From an optimization exercise on the open Yosys and OpenROAD flow, aimed at small area and a short achievable clock period; shortcuts taken in it are not production practice.
In this exercise RTL edits were held to simulation tests only and were not proved equivalent to the original.
No activity file was given, so power comes from the tool's default toggle rates.

==> flow/design.v <==
package port_dma_pkg;
    localparam int DATA_W = 32;
    localparam int ADDR_W = 16;
    localparam int CNT_W  = 7;
    localparam int PORT_W = 4;
    localparam int HDR_LEN_LSB = 7;
    localparam int HDR_LEN_MSB = 17;
    localparam int HDR_ROUTE_W = 7;
    localparam int CELL_BYTES_LOG2 = 4;
    localparam int FP_INIT_ENTRIES = 128;
    localparam int FP_DEPTH        = 256;
    localparam int DESC_W = ADDR_W + CNT_W + HDR_ROUTE_W;
    typedef logic [DATA_W-1:0] data_t;
    typedef logic [ADDR_W-1:0] addr_t;
    typedef logic [CNT_W-1:0]  cnt_t;
    typedef logic [PORT_W-1:0] port_t;
    typedef logic [DESC_W-1:0] desc_t;
    typedef enum logic [2:0] {
        WR_IDLE,
        WR_REQUEST,
        WR_WAIT_READY,
        WR_HEADER,
        WR_BODY,
        WR_DONE
    } writer_state_t;
    typedef enum logic [1:0] {
        RF_IDLE,
        RF_ASK,
        RF_HOLD
    } refill_state_t;
endpackage
`timescale 1ns/100ps
module free_ptr_list #(
    parameter port_dma_pkg::port_t P_PORT = '0
) (
    input  logic                i_clk,
    input  logic                i_rst_n,
    input  logic                i_locked,
    input  logic                i_pop,
    input  logic                i_fp_wr_en,
    input  port_dma_pkg::addr_t i_fp_wr_dat,
    input  logic                i_pkt_start,
    input  port_dma_pkg::cnt_t  i_pkt_cells,
    input  logic                i_mmu_malloc_done,
    output port_dma_pkg::addr_t o_addr,
    output logic                o_nempty,
    output logic                o_nempty_nxt,
    output logic                o_aply_req,
    output port_dma_pkg::cnt_t  o_length
);
    localparam int DEPTH  = port_dma_pkg::FP_DEPTH;
    localparam int AW     = port_dma_pkg::ADDR_W;
    localparam int PTR_W  = $clog2(DEPTH);
    localparam int IDX_W  = $clog2(port_dma_pkg::FP_INIT_ENTRIES);
    localparam int PAD_W  = AW - port_dma_pkg::PORT_W - IDX_W;
    localparam int WL_W   = PTR_W / 2;
    localparam int WH_W   = PTR_W - WL_W;
    localparam int NWL    = 1 << WL_W;
    localparam int NWH    = 1 << WH_W;
    localparam int NBANK  = 4;
    localparam int BK_W   = $clog2(NBANK);
    localparam int ROWS   = DEPTH / NBANK;
    localparam int ROW_W  = $clog2(ROWS);
    logic                filling;
    logic                push;
    logic                pull;
    port_dma_pkg::addr_t push_dat;
    logic                full;
    logic                near0;
    logic                near1;
    logic                hold;
    logic                pend_vld;
    port_dma_pkg::cnt_t  pend_cells;
    logic                take_pend;
    logic                park;
    logic [PTR_W-1:0] wr_ptr;
    logic             wr_q;
    logic [PTR_W-1:0] wr_slot_q;
    assign wr_ptr = wr_slot_q + PTR_W'(wr_q);
    logic [NBANK-1:0] rd_bk;
    always_ff @(posedge i_clk or negedge i_rst_n) begin
        if (!i_rst_n) begin
            rd_bk <= NBANK'(1);
        end else if (pull) begin
            rd_bk <= {rd_bk[NBANK-2:0], rd_bk[NBANK-1]};
        end
    end
    logic [ROWS-1:0] rs;
    logic [ROWS-1:0] rs0;
    always_ff @(posedge i_clk or negedge i_rst_n) begin
        if (!i_rst_n) begin
            rs  <= ROWS'(2);
            rs0 <= ROWS'(2);
        end else begin
            if (pull && rd_bk[NBANK-1]) begin
                rs <= {rs[ROWS-2:0], rs[ROWS-1]};
            end
            if (pull && rd_bk[NBANK-2]) begin
                rs0 <= {rs0[ROWS-2:0], rs0[ROWS-1]};
            end
        end
    end
    logic [IDX_W-1:0] fill_idx;
    assign fill_idx = wr_ptr[IDX_W-1:0];
    always_ff @(posedge i_clk or negedge i_rst_n) begin
        if (!i_rst_n) begin
            filling <= 1'b1;
        end else if (filling && i_locked
                     && (wr_q ? (wr_slot_q == PTR_W'(port_dma_pkg::FP_INIT_ENTRIES - 2))
                              : (wr_slot_q == PTR_W'(port_dma_pkg::FP_INIT_ENTRIES - 1)))) begin
            filling <= 1'b0;
        end
    end
    assign push     = filling ? i_locked : (i_fp_wr_en && !full);
    assign push_dat = filling ? {P_PORT, {PAD_W{1'b0}}, fill_idx} : i_fp_wr_dat;
    assign pull     = i_pop;
    logic [AW-1:0] push_q;
    always_ff @(posedge i_clk or negedge i_rst_n) begin
        if (!i_rst_n) begin
            wr_q      <= 1'b0;
            wr_slot_q <= '0;
        end else begin
            wr_q      <= push;
            wr_slot_q <= wr_ptr;
        end
    end
    always_ff @(posedge i_clk) begin
        push_q <= push_dat;
    end
    logic [NWH-1:0] wq_hi;
    logic [NWL-1:0] wq_lo;
    always_ff @(posedge i_clk or negedge i_rst_n) begin
        if (!i_rst_n) begin
            wq_hi <= '0;
        end else begin
            for (int k = 0; k < NWH; k++) begin
                wq_hi[k] <= push && (wr_ptr[PTR_W-1:WL_W] == WH_W'(k));
            end
        end
    end
    always_ff @(posedge i_clk) begin
        for (int k = 0; k < NWL; k++) begin
            wq_lo[k] <= (wr_ptr[WL_W-1:0] == WL_W'(k));
        end
    end
    logic [DEPTH-1:0][AW-1:0] term;
    for (genvar i = 0; i < DEPTH; i++) begin : g_slot
        logic [AW-1:0] q;
        always_ff @(posedge i_clk) begin
            if (wq_hi[i/NWL] && wq_lo[i%NWL]) begin
                q <= push_q;
            end
        end
        assign term[i] = q & {AW{(i % NBANK == 0) ? rs0[i/NBANK] : rs[i/NBANK]}};
    end
    localparam int NPART = 4;
    logic [NBANK-1:0][NPART-1:0][AW-1:0] bank_out;
    logic [NBANK-1:0][NPART-1:0][AW-1:0] bank_q;
    always_comb begin
        for (int bk = 0; bk < NBANK; bk++) begin
            for (int pt = 0; pt < NPART; pt++) begin
                bank_out[bk][pt] = '0;
                for (int r = pt * ROWS / NPART; r < (pt + 1) * ROWS / NPART; r++) begin
                    bank_out[bk][pt] = bank_out[bk][pt] | term[r*NBANK+bk];
                end
            end
        end
    end
    logic [NBANK-1:0][AW-1:0] bank_rd;
    always_comb begin
        for (int bk = 0; bk < NBANK; bk++) begin
            bank_rd[bk] = '0;
            for (int pt = 0; pt < NPART; pt++) begin
                bank_rd[bk] = bank_rd[bk] | bank_q[bk][pt];
            end
        end
    end
    logic wr_near;
    assign wr_near = pull ? near1 : near0;
    logic [AW-1:0]            push_qq;
    logic                     byp_q;
    logic                     byp_nxt;
    logic                     byp2_q;
    logic                     byp2_nxt;
    always_ff @(posedge i_clk) begin
        bank_q  <= bank_out;
        push_qq <= push_q;
    end
    logic [NBANK-1:0][AW-1:0] hd;
    for (genvar bk = 0; bk < NBANK; bk++) begin : g_bank
        logic hit;
        logic popb;
        assign hit  = push && wr_near && (wr_ptr[BK_W-1:0] == BK_W'(bk));
        assign popb = pull && rd_bk[bk];
        always_ff @(posedge i_clk) begin
            if (hit) begin
                hd[bk] <= push_dat;
            end else if (popb) begin
                hd[bk] <= byp_q ? push_q : (byp2_q ? push_qq : bank_rd[bk]);
            end
        end
    end
    always_comb begin
        o_addr = '0;
        for (int bk = 0; bk < NBANK; bk++) begin
            o_addr = o_addr | (hd[bk] & {AW{rd_bk[bk]}});
        end
    end
    logic           inc, dec;
    logic [PTR_W:0] used_lag;
    logic [PTR_W:0] used;
    logic           inc_q, dec_q;
    logic           full_nxt, near0_nxt, near1_nxt;
    assign inc = push && !pull;
    assign dec = pull && !push;
    always_comb begin
        if (inc_q) begin
            used = used_lag + 1'b1;
        end else if (dec_q) begin
            used = used_lag - 1'b1;
        end else begin
            used = used_lag;
        end
    end
    assign byp_nxt  = push && (pull ? (used == (PTR_W + 1)'(NBANK + 1))
                                    : (used == (PTR_W + 1)'(NBANK)));
    assign byp2_nxt = wr_q && (pull ? (used == (PTR_W + 1)'(NBANK + 2))
                                    : (used == (PTR_W + 1)'(NBANK + 1)));
    always_comb begin
        if (inc) begin
            o_nempty_nxt = 1'b1;
            full_nxt     = (used == (PTR_W + 1)'(DEPTH - 1));
            near0_nxt    = (used < (PTR_W + 1)'(NBANK - 1));
            near1_nxt    = (used < (PTR_W + 1)'(NBANK));
        end else if (dec) begin
            o_nempty_nxt = (used != (PTR_W + 1)'(1));
            full_nxt     = 1'b0;
            near0_nxt    = (used < (PTR_W + 1)'(NBANK + 1));
            near1_nxt    = (used > (PTR_W + 1)'(1)) && (used < (PTR_W + 1)'(NBANK + 2));
        end else begin
            o_nempty_nxt = o_nempty;
            full_nxt     = full;
            near0_nxt    = near0;
            near1_nxt    = near1;
        end
    end
    always_ff @(posedge i_clk or negedge i_rst_n) begin
        if (!i_rst_n) begin
            used_lag <= '0;
            byp_q    <= 1'b0;
            byp2_q   <= 1'b0;
            inc_q    <= 1'b0;
            dec_q    <= 1'b0;
            o_nempty <= 1'b0;
            full     <= 1'b0;
            near0    <= 1'b1;
            near1    <= 1'b0;
        end else begin
            used_lag <= used;
            byp_q    <= byp_nxt;
            byp2_q   <= byp2_nxt;
            inc_q    <= inc;
            dec_q    <= dec;
            o_nempty <= o_nempty_nxt;
            full     <= full_nxt;
            near0    <= near0_nxt;
            near1    <= near1_nxt;
        end
    end
    logic aply;
    assign take_pend = !aply && pend_vld;
    assign park      = i_pkt_start && (aply || pend_vld);
    always_ff @(posedge i_clk or negedge i_rst_n) begin
        if (!i_rst_n) begin
            pend_vld <= 1'b0;
        end else if (park) begin
            pend_vld <= 1'b1;
        end else if (take_pend) begin
            pend_vld <= 1'b0;
        end
    end
    always_ff @(posedge i_clk) begin
        if (park) begin
            pend_cells <= i_pkt_cells;
        end
    end
    always_ff @(posedge i_clk or negedge i_rst_n) begin
        if (!i_rst_n) begin
            o_aply_req <= 1'b0;
        end else if (o_aply_req) begin
            o_aply_req <= !(hold && i_mmu_malloc_done);
        end else begin
            o_aply_req <= pend_vld || i_pkt_start;
        end
    end
    always_ff @(posedge i_clk or negedge i_rst_n) begin
        if (!i_rst_n) begin
            aply       <= 1'b0;
            hold       <= 1'b0;
            o_length   <= '0;
        end else begin
            if (!aply) begin
                if (pend_vld) begin
                    o_length   <= pend_cells;
                    aply <= 1'b1;
                end else if (i_pkt_start) begin
                    o_length   <= i_pkt_cells;
                    aply <= 1'b1;
                end
            end else if (!hold) begin
                hold <= 1'b1;
            end else if (i_mmu_malloc_done) begin
                hold       <= 1'b0;
                aply <= 1'b0;
            end
        end
    end
endmodule
`timescale 1ns/100ps
module cell_writer (
    input  logic                i_clk,
    input  logic                i_rst_n,
    input  logic                i_locked,
    input  logic                i_empty,
    input  port_dma_pkg::data_t i_dat,
    input  port_dma_pkg::addr_t i_fp_addr,
    input  logic                i_fp_nempty,
    input  logic                i_fp_nempty_nxt,
    input  logic                i_cb_full,
    input  logic                i_mmu_wr_ready,
    output logic                o_rd_en,
    output logic                o_fp_pop,
    output logic                o_mmu_wr_req,
    output logic                o_mmu_wr_en,
    output port_dma_pkg::addr_t o_mmu_wr_addr,
    output port_dma_pkg::data_t o_mmu_wr_dat,
    output logic                o_mmu_wr_done,
    output port_dma_pkg::desc_t o_cb_din,
    output logic                o_cb_wr_en,
    output logic                o_pkt_start,
    output port_dma_pkg::cnt_t  o_pkt_cells
);
    localparam int LEN_W = port_dma_pkg::HDR_LEN_MSB - port_dma_pkg::HDR_LEN_LSB + 1;
    localparam int FRAC_W = port_dma_pkg::CELL_BYTES_LOG2;
    localparam int CNT_W = port_dma_pkg::CNT_W;
    logic               st_req;
    logic               st_wait;
    logic               st_hdr;
    logic               st_body;
    logic               st_done;
    logic               st_idle;
    logic               hdr_nxt;
    logic               body_nxt;
    logic               pop_ok;
    logic               pop_ok_o;
    port_dma_pkg::cnt_t body_left;
    logic [LEN_W-1:0]   hdr_len;
    logic [CNT_W-1:0]   len_cells;
    port_dma_pkg::cnt_t hdr_cells;
    port_dma_pkg::cnt_t cb_cells;
    logic               src_ready;
    logic               start_ok;
    logic               hdr_pop;
    logic               cell_pop;
    assign hdr_len = i_dat[port_dma_pkg::HDR_LEN_MSB:port_dma_pkg::HDR_LEN_LSB];
    assign len_cells = hdr_len[FRAC_W +: CNT_W] + CNT_W'(|hdr_len[FRAC_W-1:0]);
    assign hdr_cells = len_cells + 1'b1;
    logic len_zero;
    logic len_one;
    logic frac;
    logic [CNT_W-1:0] len_hi;
    assign frac     = |hdr_len[FRAC_W-1:0];
    assign len_hi   = hdr_len[FRAC_W +: CNT_W];
    assign len_zero = frac ? (&len_hi) : (len_hi == '0);
    assign len_one  = frac ? (len_hi == '0) : (len_hi == CNT_W'(1));
    logic last;
    assign st_idle   = !(st_req || st_wait || st_hdr || st_body || st_done);
    assign src_ready = !i_empty && i_fp_nempty;
    assign start_ok  = i_locked && src_ready && !i_cb_full;
    assign hdr_pop  = st_hdr && src_ready;
    assign cell_pop = pop_ok && !i_empty;
    assign o_rd_en  = pop_ok_o && !i_empty;
    assign o_fp_pop = cell_pop;
    logic req_o;
    assign o_mmu_wr_req = req_o;
    assign o_pkt_start = hdr_pop;
    assign o_pkt_cells = hdr_cells;
    assign hdr_nxt  = (st_wait && i_mmu_wr_ready) || (st_hdr && !src_ready);
    assign body_nxt = (hdr_pop && !len_zero)
                   || (st_body && !(src_ready && last));
    always_ff @(posedge i_clk or negedge i_rst_n) begin
        if (!i_rst_n) begin
            st_req        <= 1'b0;
            req_o         <= 1'b0;
            st_wait       <= 1'b0;
            st_hdr        <= 1'b0;
            st_body       <= 1'b0;
            pop_ok        <= 1'b0;
            pop_ok_o      <= 1'b0;
            st_done       <= 1'b0;
            body_left     <= '0;
            last          <= 1'b0;
            o_mmu_wr_en   <= 1'b0;
            o_cb_wr_en    <= 1'b0;
            o_mmu_wr_done <= 1'b0;
        end else begin
            o_mmu_wr_en   <= cell_pop;
            o_cb_wr_en    <= hdr_pop;
            o_mmu_wr_done <= st_done;
            st_req  <= st_idle && start_ok;
            req_o   <= !(st_req || st_wait || st_hdr || st_body || st_done) && i_locked
                    && !i_empty && i_fp_nempty && !i_cb_full;
            st_wait <= st_req || (st_wait && !i_mmu_wr_ready);
            st_hdr  <= hdr_nxt;
            st_body <= body_nxt;
            pop_ok  <= (hdr_nxt || body_nxt) && i_fp_nempty_nxt;
            pop_ok_o <= (hdr_nxt && i_fp_nempty_nxt) || (body_nxt && i_fp_nempty_nxt);
            st_done <= (hdr_pop && len_zero)
                    || (st_body && src_ready && last);
            if (hdr_pop) begin
                body_left <= len_cells;
                last      <= len_one;
            end else if (cell_pop) begin
                body_left <= body_left - 1'b1;
                last      <= (body_left == CNT_W'(2));
            end
        end
    end
    always_ff @(posedge i_clk) begin
        o_mmu_wr_addr <= i_fp_addr;
        o_mmu_wr_dat  <= i_dat;
        cb_cells      <= hdr_cells;
    end
    assign o_cb_din = {o_mmu_wr_addr, cb_cells, o_mmu_wr_dat[port_dma_pkg::HDR_ROUTE_W-1:0]};
endmodule
`timescale 1ns/100ps
module port_sgdma #(
    parameter port_dma_pkg::port_t P_PORT = 4'd3
) (
    input  logic                i_clk,
    input  logic                i_rst_n,
    input  logic                i_locked,
    input  port_dma_pkg::data_t i_dat,
    input  logic                i_empty,
    output logic                o_rd_en,
    output port_dma_pkg::desc_t o_cb_din,
    output logic                o_cb_wr_en,
    input  logic                i_cb_full,
    output logic                o_mmu_wr_req,
    output port_dma_pkg::port_t o_sram_sel,
    output logic                o_mmu_wr_en,
    output port_dma_pkg::addr_t o_mmu_wr_addr,
    output port_dma_pkg::data_t o_mmu_wr_dat,
    output logic                o_mmu_wr_done,
    input  logic                i_mmu_wr_ready,
    input  logic                i_mmu_malloc_done,
    input  logic                i_fp_wr_en,
    input  port_dma_pkg::addr_t i_fp_wr_dat,
    output logic                o_aply_req,
    output port_dma_pkg::cnt_t  o_length
);
    port_dma_pkg::addr_t fp_addr;
    logic                fp_nempty;
    logic                fp_nempty_nxt;
    logic                fp_pop;
    logic                pkt_start;
    port_dma_pkg::cnt_t  pkt_cells;
    assign o_sram_sel = P_PORT;
    free_ptr_list #(
        .P_PORT (P_PORT)
    ) u_fp (
        .i_clk             (i_clk),
        .i_rst_n           (i_rst_n),
        .i_locked          (i_locked),
        .i_pop             (fp_pop),
        .i_fp_wr_en        (i_fp_wr_en),
        .i_fp_wr_dat       (i_fp_wr_dat),
        .i_pkt_start       (pkt_start),
        .i_pkt_cells       (pkt_cells),
        .i_mmu_malloc_done (i_mmu_malloc_done),
        .o_addr            (fp_addr),
        .o_nempty          (fp_nempty),
        .o_nempty_nxt      (fp_nempty_nxt),
        .o_aply_req        (o_aply_req),
        .o_length          (o_length)
    );
    cell_writer u_wr (
        .i_clk          (i_clk),
        .i_rst_n        (i_rst_n),
        .i_locked       (i_locked),
        .i_empty        (i_empty),
        .i_dat          (i_dat),
        .i_fp_addr      (fp_addr),
        .i_fp_nempty    (fp_nempty),
        .i_fp_nempty_nxt (fp_nempty_nxt),
        .i_cb_full      (i_cb_full),
        .i_mmu_wr_ready (i_mmu_wr_ready),
        .o_rd_en        (o_rd_en),
        .o_fp_pop       (fp_pop),
        .o_mmu_wr_req   (o_mmu_wr_req),
        .o_mmu_wr_en    (o_mmu_wr_en),
        .o_mmu_wr_addr  (o_mmu_wr_addr),
        .o_mmu_wr_dat   (o_mmu_wr_dat),
        .o_mmu_wr_done  (o_mmu_wr_done),
        .o_cb_din       (o_cb_din),
        .o_cb_wr_en     (o_cb_wr_en),
        .o_pkt_start    (pkt_start),
        .o_pkt_cells    (pkt_cells)
    );
endmodule
==> flow/flow/run.sh <==
#!/bin/bash
# Standard layout, with plain buf_4 cells as the port buffers that
# buffer_ports places on every input and output.
# Each tool's output is in orfs/logs; make's output is in standard.log.
export BUFFER_PORTS_ARGS="-buffer_cell sky130_fd_sc_hd__buf_4"
bash standard.sh > standard.log 2>&1
==> flow/standard.sh <==
#!/bin/bash
# synth_recipe.tcl (not shown) runs the flow's synth.tcl, then flattens the netlist and writes it again
# the make line also repeats each setting of config.mk as NAME=value (left out here)
make -C /OpenROAD-flow-scripts/flow DESIGN_CONFIG=/design/flow/config.mk WORK_HOME=/design/flow/orfs CLKGATE_MAP_FILE= SYNTH_SCRIPT=/design/flow/synth_recipe.tcl "${@:-finish}"
==> flow/config.mk <==
export PLATFORM = sky130hd
export DESIGN_NAME = port_sgdma
export DESIGN_NICKNAME = port_sgdma
export VERILOG_FILES = /design/flow/design.v
export SDC_FILE = /design/flow/constraint.sdc
export NUM_CORES = 4
export LEC_CHECK = 0
export CAP_MARGIN = 20
export CORE_MARGIN = 2
export CORE_UTILIZATION = 55
export CTS_CLUSTER_DIAMETER = 80
export CTS_CLUSTER_SIZE = 25
export SETUP_SLACK_MARGIN = 2.6
export SLEW_MARGIN = 20
export TNS_END_PERCENT = 2
==> flow/constraint.sdc <==
create_clock -name core_clock -period 5.0 [get_ports {i_clk}]
set_input_delay 1.0000 -clock core_clock [delete_from_list [all_inputs] [get_ports {i_clk}]]
set_output_delay 1.0000 -clock core_clock [all_outputs]
set_load 0.01 [all_outputs]
==> impl_metrics.py <==
metrics = {
    "pwr": {
        "p_sw_w": 0.0148,
        "pwr-share-clk_pct": 30.7,
        "ir_worst_vdd_mv": 0.346,
        "pwr-share-seq_pct": 65.7,
        "power_w": 0.0677,
        "powerDensity_mw_per_mm2": 376,
        "swShare_pct": 21.9,
        "internal_power_w": 0.0529,
        "comb_power_share_pct": 3.6,
        "p_leak_nw": 57.8,
    },
    "cts": {
        "clkSinkCount": 4731,
        "clkTransAtPathRegs_ps": 100,
        "h-tree-depth": 4,
        "clk_latency_ps": 980,
        "hold_buffers": 0,
        "cts-root-buf": "clkbuf_16",
        "cts_buffers": 217,
        "cts_tree": "yes",
        "cts_buffer_depth": 4,
    },
    "global_route": {
        "grt_pass1_wl_mm": 676,
        "track_usage_pct": 31.2,
        "grt_max_degree": 209,
        "grt_pass1_vias": 85515,
        "antenna_found_initial": 58,
        "grt.overflow.total": 0,
    },
    "synth": {
        "syn_inst": 8827,
        "ys_ff_latch": 4731,
        "muxShareOfSynthArea_pct": 0.919,
        "yosysWarnings": 2,
        "synth-xor-area-share_pct": 0.152,
        "synth_edf_count": 4167,
        "synth_fa_ha_area_share_pct": 0.0885,
        "synth_top_family_by_area": "compound AO/OA/AOI/OAI gates",
        "synthFlopType": "edfxtp_1",
        "avgSynthCellArea_um2": 18.9,
        "synth-compound-area-share_pct": 11.6,
        "async_reset_ff_share_pct": 4.33,
        "yosys.area_share.simple_pct": 3.21,
        "seq_area_frac_synth_pct": 82.4,
        "ys_types": 65,
        "synth_area_mm2": 0.167,
    },
    "placed_design": {
        "gp_congestion": 0.885,
        "portBuffers": 146,
        "dp_hpwl_mm": 276,
        "dp.cells": 12566,
    },
    "timing": {
        "finalCritPeriodShare_pct": 53.5,
        "finalSetupTns_ps": 0,
        "hold_viol": 0,
        "finalClockSkew_ps": 55.9,
        "slew_violations": 0,
        "rsz0062_at_grt": "true",
        "fin_crit_ps": 2670,
        "fmax_mhz": 374,
        "worstMarginPinSlew_ps": 1240,
        "relSlewSlack_pct": 17.1,
        "setup_viol": 0,
    },
    "drt": {
        "routed-via-count": 90777,
        "wl_mm": 490,
        "drc_errors": 0,
        "dr.pass1.iters": 6,
        "postRouteAntennaNets": 0,
        "wire_per_inst_um": 37.6,
        "vias_per_cell": 6.97,
        "drtIter0Drc": 13017,
    },
    "die": {
        "die_w_um": 555,
        "die-area_mm2": 0.308,
        "die_y_um": 555,
        "io_pins": 151,
        "num_rows": 202,
        "initial_core_util_pct": 55.2,
        "core_mm2": 0.302,
    },
    "critical_path": {
        "required_ps": 4000,
        "cp_cell_sequence": "nor2b_4 > buf_6",
        "critPathKind": "register to primary output",
        "cp_slowest_stage_delay_ps": 460,
        "cp_max_fo": 1,
        "worstPathArrival_ps": 1670,
        "worst_setup_path_start_kind": "register",
        "slowest_stage": "dfrtp_2",
        "reg2reg_slack_ps": 2370,
        "crit_path_end_kind": "primary output",
    },
    "worst_hold_path": {
        "hold_class": "input port to async pin",
    },
    "finish": {
        "finalNetCount": 8895,
        "final_cell_mix": "edfxtp_1 (4,167), a22o_1 (1,025), a221oi_1 (1,024), buf_4 (365), dfxtp_1 (337)",
        "syn2layout_area_growth_pct": 7.88,
        "drive_gt1_share_pct": 10.9,
        "final_core_util_pct": 59.5,
        "fin_cells": 13030,
        "final_common_cell": "edfxtp_1",
        "nFillCells": 21917,
    },
    "run": {
        "max-cap-violations": 0,
    },
    "outcome": {
        "outcome": "complete, no violations",
    },
}
metal layers:
| layer | wire length [um] | track usage [%] | vias to the layer above |
|---|---|---|---|
| met1 | 197000 | 45.6 | 48267 |
| met4 | 13700 | 8.33 | 28 |
| met5 | 178 | 0 | - |
| met2 | 228000 | 48.5 | 5144 |
| met3 | 50900 | 5.87 | 642 |
| li1 | - | - | 36696 |
logic make-up (layout without fill, tap and decap cells):
kind of cell / after synthesis / count (layout)
adders and majority gates: 12 / 12
DFF: 4731 / 4731
other: 2 / 41
and+or+nand+nor: 958 / 960
xor gates and xnor gates: 29 / 29
muxes: 137 / 137
buffers and inverters: 676 / 860
AOI/OAI and AO/OA: 2282 / 2282
registers in the layout (all words and copies together), names as in the netlist, 8 cells and up:
| name | count |
|---|---|
| u_fp.bank_q | 256 |
| u_fp.g_slot.q | 4096 |
| u_fp.hd | 64 |
| u_fp.push_q | 16 |
| u_fp.push_qq | 16 |
| u_fp.rs | 64 |
| u_fp.rs0 | 64 |
| u_fp.used_lag | 9 |
| u_fp.wq_hi | 16 |
| u_fp.wq_lo | 16 |
| u_fp.wr_slot_q | 8 |
| u_wr.o_mmu_wr_addr | 16 |
| u_wr.o_mmu_wr_dat | 32 |
power groups by stage:
stage               sequential (W)  combinational (W)  clock, W
global route                0.0445            0.00256    0.0222
global placement            0.0453            0.00222         0
finish                      0.0445            0.00242    0.0208
detailed placement          0.0454            0.00229         0
floorplan                   0.0450            0.00106         0
CTS                         0.0445            0.00231    0.0210
worst max-delay path: cells and delay by family, from the launching register on:
kind                   cells  cell delay [ps]
buffers and inverters      1              110
flip-flops                 1              460
AND/OR/NAND/NOR            1              150
worst paths after layout:
| check | startpoint | to | cells after the start |
|---|---|---|---|
| min in group core_clock | i_dat[23] | u_wr.o_mmu_wr_dat[23] | 1 |
| max | u_wr.pop_ok_o | o_rd_en | 2 |
| max reg2reg | u_fp.wq_hi[3] | u_fp.g_slot[63].q[11] | 1 |
| min | i_rst_n | u_wr.st_done | 1 |
| min reg2reg | u_wr.st_done | u_wr.o_mmu_wr_done | 0 |
| max in group asynchronous | i_rst_n | u_fp.rs0[39] | 2 |
stage by stage:
| step | hold WS (ps) | setup WS, ps | instance area [um2] |
|---|---|---|---|
| 2_1_floorplan | 355 | 2080 | 167000 |
| 5_1_grt | 68.5 | 2280 | 180000 |
| 6_report | 38.8 | 2330 | 180000 |
| 4_1_cts | 17.7 | 2250 | 179000 |
| 3_5_place_dp | 376 | 1350 | 173000 |
| 3_3_place_gp | 362 | 1380 | 173000 |
cell usage after synthesis (17+ instances only):
master / count / area [um2]
nor3_1: 25 / 125
a21oi_1: 79 / 395
dfrtp_1: 200 / 5000
dfxtp_1: 359 / 7190
edfxtp_1: 4167 / 125000
o21ai_0: 81 / 405
inv_1: 45 / 169
a221oi_1: 1024 / 8970
nand2_1: 101 / 379
nor2_1: 184 / 691
or4_1: 58 / 435
mux2_2: 129 / 1450
a22o_1: 1025 / 8980
buf_1: 33 / 124
buf_4: 27 / 203
a21o_1: 17 / 128
and2_1: 260 / 1630
nand4_1: 260 / 1630
clkbuf_1: 558 / 2090
a22oi_1: 34 / 255
nand2b_1: 17 / 106
repair_timing:
| item | CTS | global route |
|---|---|---|
| endpoints found under the setup margin | 1763 | 1254 |
| setup buffers | 2 | 8 |
| resized for setup | 19 | 12 |
| pin swaps | 0 | 4 |
| gates cloned | 2 | 0 |
area by class of cell:
class	count	area (um2)	share of cell area, %
Sequential cell	4731	138000	76.5
Multi-Input combinational cell	3424	26900	15.0
Clock buffer	376	6140	3.41
Tap cell	3978	4980	2.77
Timing Repair Buffer	407	3530	1.96
Clock inverter	30	377	0.209
Inverter	47	176	0.0981
Antenna cell	37	92.6	0.0515

port drivers added, routing unchanged:
In the flow no input, the clock included, has a driving cell. The finished layout below was timed again as built, in two steps.
Step 1 sets driving cells, clkbuf_16 on the clock port and buf_2 on the other inputs (assumed; they add their load-dependent delay and slew).
Step 2 adds t to the input delays and takes it off the output delays; t is the mean of the earliest and latest rising clock arrival at the registers after step 1. Input paths then give back, and output paths get back, about the clock's delay inside the block.
Three values: no drivers, after step 1, after step 2; two values: the first two.
t, ns: 1.050
setup slack, ns: 2.326 / 2.227 / 1.675
latest minus earliest clock arrival (ns): 0.074 / 0.075
After both steps setup and hold are still met in this run. The setup slack of this run moves by -0.099 ns with the drivers and by -0.651 ns with both steps.
